Background: an optimization exercise with open tools, aiming at a short achievable clock period and few clock cycles. Do not read the settings as production practice.
RTL that was checked went through simulation tests only; none was proved equivalent to the original.
Power is estimated from default activity; no workload was simulated.

v15:
// csr_top
module csr_top (
    input  logic        clk,
    input  logic        rst,
    input  logic        req_valid,
    input  logic [2:0]  req_op,
    input  logic [11:0] req_addr,
    input  logic [31:0] req_rs1_data,
    input  logic [4:0]  req_zimm,
    input  logic        req_rs1_zero,
    input  logic        trap_valid,
    input  logic        mret_valid,
    input  logic [31:0] trap_cause,
    input  logic [31:0] trap_pc,
    input  logic [31:0] trap_tval,
    output logic [31:0] rd_data,
    output logic        illegal,
    output logic        busy,
    output logic        redir_valid,
    output logic [31:0] redir_pc,
    output logic [31:0] mstatus,
    output logic [31:0] mtvec,
    output logic [31:0] mip,
    output logic [31:0] mie,
    output logic [31:0] mscratch,
    output logic [31:0] mcause,
    output logic [31:0] mtval,
    output logic [31:0] mepc,
    output logic [31:0] mcycle,
    output logic [31:0] mhartid,
    output logic [31:0] satp
);
    core_pkg::csr_req  req;
    core_pkg::trap_req trap;
    core_pkg::redirect redir;
    csr_pkg::csr_pack  csrs;
    assign req.valid    = req_valid;
    assign req.op       = core_pkg::csr_op_e'(req_op);
  ...
==> flow/config.mk <==
export PLATFORM = sky130hd
export DESIGN_NAME = csr_top
export DESIGN_NICKNAME = csr_top
export VERILOG_FILES = /design/flow/design.v
export SDC_FILE = /design/flow/constraint.sdc
export NUM_CORES = 4
export LEC_CHECK = 0
export ABC_CLOCK_PERIOD_IN_PS = 1000
export CAP_MARGIN = 20
export CORE_MARGIN = 2
export CORE_UTILIZATION = 35
export SETUP_SLACK_MARGIN = 3.0
export SLEW_MARGIN = 20
==> flow/constraint.sdc <==
create_clock -name core_clock -period 5.0 [get_ports {clk}]
set_input_delay 1.0000 -clock core_clock [delete_from_list [all_inputs] [get_ports {clk}]]
set_output_delay 1.0000 -clock core_clock [all_outputs]
set_load 0.01 [all_outputs]
run.sh (not shown) runs the stock make flow with config.mk's settings and CLKGATE_MAP_FILE= SYNTH_SCRIPT=/design/flow/synth_recipe.tcl, a recipe that flattens the netlist after the stock synthesis.
v15: flow completed, timing, DRC and antenna clean
Testbench counts of v15, summed over its fixed seeds: cycles 3,200.
Input-level comparison between v21 and v15:
- changing SETUP_SLACK_MARGIN from 3.0 to 0.2
- removing ABC_CLOCK_PERIOD_IN_PS (formerly 1000)
==> comparison <==
- For v21, the start point of the critical path was req_addr[11], unlike v15, where it was req_addr[6].
- Going from v15 to v21, clock-buffer cell count shrinks by 5.
- Summary — total power, v21 relative to v15: lower, by 790 uW.
- Going from v15 to v21, the total global routing track utilization was found to have gone down by 15 points.
Changes in v5 relative to v21:
- SETUP_SLACK_MARGIN changed from 0.2 to 3.0
Notes after the runs:
Routed wire in v5 totals more than in v21. Leading cell category by total area: multi-input gates -> v21, buffers -> v5. Relative to v21, layout overhead on the synthesized area has gone up in v5. For v21, the launch point of the critical path was req_addr[11], unlike v5, where it was req_addr[6]. | net switching power figure | v5 vs v21 | 430 uW higher |. Final clock period utilization by the worst path: v5 vs v21 down 22 points. On clock network fraction of design power, the lower figure sits with v5, not v21. The number of setup buffers added after CTS in v5 was higher than what v21 gave. Every run in the comparison, v5 and v21, completed the flow with a clean layout. In v5, the count of clock-net buffers in the final layout came out 5 above the value in v21. Worst slew margin relative to its limit (v5 over v21): decrease, 1.6 points.

the baseline:
Another version of the RTL of csr_top (not shown whole).
For scale: ~2,800 cells after synthesis, roughly 290 flip-flops, about 570 I/O pins, about 0.018 mm^2 of cells after synthesis.
Settings: LEC_CHECK=0, ABC_AREA=1, CAP_MARGIN=20, CORE_MARGIN=2, CORE_UTILIZATION=35, SETUP_SLACK_MARGIN=3.0, SLEW_MARGIN=20; clock period 5.0 ns.
The inputs of the candidate differ from those of the baseline as listed below.
--- a/flow/config.mk
+++ b/flow/config.mk
@@ -7,6 +7,6 @@
 export LEC_CHECK = 0
-export ABC_AREA = 1
 export CAP_MARGIN = 20
 export CORE_MARGIN = 2
-export CORE_UTILIZATION = 35
+export CORE_UTILIZATION = 50
+export PLACE_DENSITY = 0.7
 export SETUP_SLACK_MARGIN = 3.0
--- outcome ---
The candidate never completed, since it errored out during clock tree synthesis (4_1_cts).
In the metrics for the baseline and the candidate, the one carrying the higher synthesized netlist cell count is the baseline.
Row die outline height: the candidate lower / the baseline higher
Taking the baseline as the reference point, the weighted congestion reported at the end of routability-driven placement of the candidate rises by about 7%.
Mux cell area share after synthesis: the baseline and the candidate compared, lower one is the baseline
Number of clock sinks came out exactly the same in the baseline and the candidate.
No run of this note included a check of the RTL's function; only the layout flow was run.

== alpha ==
csr_top, a different RTL version from the one above (not shown whole).
For scale: roughly 2600 cells after synthesis, ~570 I/O pins.
Settings: LEC_CHECK=0, ABC_AREA=1, CAP_MARGIN=20, CORE_MARGIN=2, CORE_UTILIZATION=45, SETUP_SLACK_MARGIN=3.0, SLEW_MARGIN=20, SYNTH_HIERARCHICAL=1, SYNTH_MINIMUM_KEEP_SIZE=0; clock period 5.0 ns.
alpha: aborted in 5_1_grt (tool error)
Testbench counts of alpha, summed over its fixed seeds: cycles 3,200.
#### Input delta (beta over alpha)
- changing CORE_UTILIZATION from 45 to 50
- changing SETUP_SLACK_MARGIN from 3.0 to 2.2
Notes after the runs:
Half-perimeter wire length after placement (beta vs. alpha) decreases by a little under 10%
beta: number of buffers added for setup after CTS is 583 lower than what alpha reported.
The higher routability congestion estimate from global placement of beta and alpha is in beta.
Looking at the reports, beta completed the entire flow and the layout it produced met the timing, DRC and antenna checks.
alpha: GRT-0232 in 5_1_grt -> run aborted
#### Input delta (gamma over beta)
- changing CORE_UTILIZATION from 50 to 35
- changing SETUP_SLACK_MARGIN from 2.2 to 3.0
- changing ABC_AREA from 1 to 0
==> run notes <==
beta → gamma: headroom to the max-slew limit lower; worst setup slack lower; instance count after placement with tap cells included lower; share of the final layout cell area in multi-input gates lower; critical path depth lower.
Relative to beta, fraction of final layout cells with drive strength greater than 1 has gone up in gamma.
gamma reports its cell type of the slowest stage on the worst timing path as sky130_fd_sc_hd__a222oi_1 while beta reports sky130_fd_sc_hd__nor2_4.
## Diff of input files: delta against gamma
- swapping 0 for 1 in ABC_AREA
==> run notes <==
On post-route met1 wirelength: delta sits above gamma.
Relative to gamma, delta degrades internal power component.
gamma ended up with sky130_fd_sc_hd__a222oi_1 as its worst-path cell with the longest stage delay; delta ended up with sky130_fd_sc_hd__buf_16.
met1 usage in global routing down 0.38 points in delta wrt gamma
Sort delta and gamma by non-clock buffer count, ascending, and gamma comes first.
In delta relative to gamma, total wire length had gone up by a little under 10%.

Setup of before:
csr_top with an RTL version that a note above also has.
For scale: ~2800 cells after synthesis, about 290 flip-flops, roughly 18000 um2 of cells after synthesis.
## csr_top
module csr_top (
    input  logic        clk,
    input  logic        rst,
    input  logic        req_valid,
    input  logic [2:0]  req_op,
    input  logic [11:0] req_addr,
    input  logic [31:0] req_rs1_data,
    input  logic [4:0]  req_zimm,
    input  logic        req_rs1_zero,
    input  logic        trap_valid,
    input  logic        mret_valid,
    input  logic [31:0] trap_cause,
    input  logic [31:0] trap_pc,
    input  logic [31:0] trap_tval,
    output logic [31:0] rd_data,
    output logic        illegal,
    output logic        busy,
    output logic        redir_valid,
    output logic [31:0] redir_pc,
    output logic [31:0] mstatus,
    output logic [31:0] mtvec,
    output logic [31:0] mip,
    output logic [31:0] mie,
    output logic [31:0] mscratch,
    output logic [31:0] mcause,
    output logic [31:0] mtval,
    output logic [31:0] mepc,
    output logic [31:0] mcycle,
    output logic [31:0] mhartid,
    output logic [31:0] satp
);
==> flow/config.mk <==
export PLATFORM = sky130hd
export DESIGN_NAME = csr_top
export DESIGN_NICKNAME = csr_top
export VERILOG_FILES = /design/flow/design.v
export SDC_FILE = /design/flow/constraint.sdc
export NUM_CORES = 4
export LEC_CHECK = 0
export ABC_AREA = 1
export CAP_MARGIN = 20
export CORE_MARGIN = 2
export CORE_UTILIZATION = 35
export SETUP_SLACK_MARGIN = 3.0
export SLEW_MARGIN = 20
==> flow/constraint.sdc <==
create_clock -name core_clock -period 5.0 [get_ports {clk}]
set_input_delay 1.0000 -clock core_clock [delete_from_list [all_inputs] [get_ports {clk}]]
set_output_delay 1.0000 -clock core_clock [all_outputs]
set_load 0.01 [all_outputs]
standard.sh (not shown) runs the stock make flow with config.mk's settings and CLKGATE_MAP_FILE= SYNTH_SCRIPT=/design/flow/synth_recipe.tcl, a recipe that flattens the netlist after the stock synthesis.
==> flow/flow/run.sh <==
#!/bin/bash
# Standard ORFS layout, with the read-path pins (req_addr, req_valid, rd_data,
# illegal) placed together on the bottom edge so the address decode and read
# mux sit next to them. Every tool's output goes to a log in this folder and
# ORFS keeps its per-step logs under orfs/logs.
set -euo pipefail
here=$(pwd)
bash standard.sh finish PRE_IO_PLACEMENT_TCL="$here/flow/io.tcl" > "$here/standard_make.log" 2>&1
==> flow/flow/io.tcl <==
# Keep the combinational read path (address in, data out) short: its pins go
# in one group in the middle of the bottom edge.
set block [ord::get_db_block]
set die [$block getDieArea]
set dbu [[ord::get_db_tech] getDbUnitsPerMicron]
set w [expr {double([$die xMax]) / $dbu}]
set names {req_valid illegal}
for {set i 0} {$i < 12} {incr i} { lappend names "req_addr\[$i\]" }
for {set i 0} {$i < 32} {incr i} { lappend names "rd_data\[$i\]" }
set x0 [expr {int(0.25 * $w)}]
set x1 [expr {int(0.75 * $w)}]
set_io_pin_constraint -pin_names $names -region bottom:$x0-$x1
before finished every stage and its layout cleared the timing, DRC and antenna checks.
What after does differently from before at the input level:
- ABC_AREA removed (was 1)
==> flow/run.sh (new file) <==
#!/bin/bash
# synth_recipe.tcl (not shown) runs the flow's synth.tcl, then flattens the netlist and writes it again
# the make line also repeats each setting of config.mk as NAME=value (left out here)
make -C /OpenROAD-flow-scripts/flow DESIGN_CONFIG=/design/flow/config.mk WORK_HOME=/design/flow/orfs CLKGATE_MAP_FILE= SYNTH_SCRIPT=/design/flow/synth_recipe.tcl finish
removed: flow/flow/run.sh
removed: flow/flow/io.tcl
removed: flow/standard.sh
### Flow results
Re proportion of layout cells with a drive suffix above 1: after is 13 points up on before.
after vs before — part of the total power dissipated in combinational logic dropped 3.5 points.
after reached the final stage; the timing, DRC and antenna checks on its layout passed.
Taking before as the reference, in after cell count shrank by about 19%, final instance area shrank by about 2.3%, detailed-routing iteration count for the pre-antenna-repair pass shrank by 2.
No functional check of the RTL was part of any run of this note.

[static timing again, ports no longer ideal]
The flow's constraints put no driver on any port. The routed layouts listed below were extracted and timed again, unchanged, in two steps. Step 1 (the two cells are an assumption about what drives the block):
set clk [get_ports {clk}]
set_driving_cell -lib_cell sky130_fd_sc_hd__clkbuf_16 $clk
set_driving_cell -lib_cell sky130_fd_sc_hd__buf_2 [delete_from_list [all_inputs] $clk]
Step 2 times the ports against the registers' clock, not the clock port: input delays grow and output delays shrink by t, the midpoint of the rising clock arrivals with the driver on. Three values: ideal, step 1, step 2; two values: the first two.
run	t, ns	slack for setup (ns)	latest minus earliest clock arrival (ns)	worst data-port slew with drivers (ns)
v15	0.637	1.453 / 1.378 / 1.038	0.032 / 0.032	0.53
v21	0.595	0.343 / 0.287 / 0.287	0.023 / 0.023	0.12
v5	0.637	1.453 / 1.378 / 1.038	0.032 / 0.032	0.53
the baseline	0.613	1.583 / 1.484 / 1.033	0.012 / 0.011	0.33
beta	0.584	1.902 / 1.645 / 1.645	0.024 / 0.024	0.32
gamma	0.625	1.639 / 1.357 / 1.159	0.018 / 0.019	0.37
delta	0.627	1.936 / 1.580 / 1.433	0.021 / 0.021	0.50
before	0.633	1.611 / 1.550 / 1.451	0.023 / 0.023	0.20
after	0.631	1.380 / 1.232 / 1.232	0.029 / 0.029	0.30
After both steps every run listed still meets setup and hold. For the baseline, which loses most, drivers alone change the setup slack by -0.099 ns; drivers and shift together by -0.550 ns.
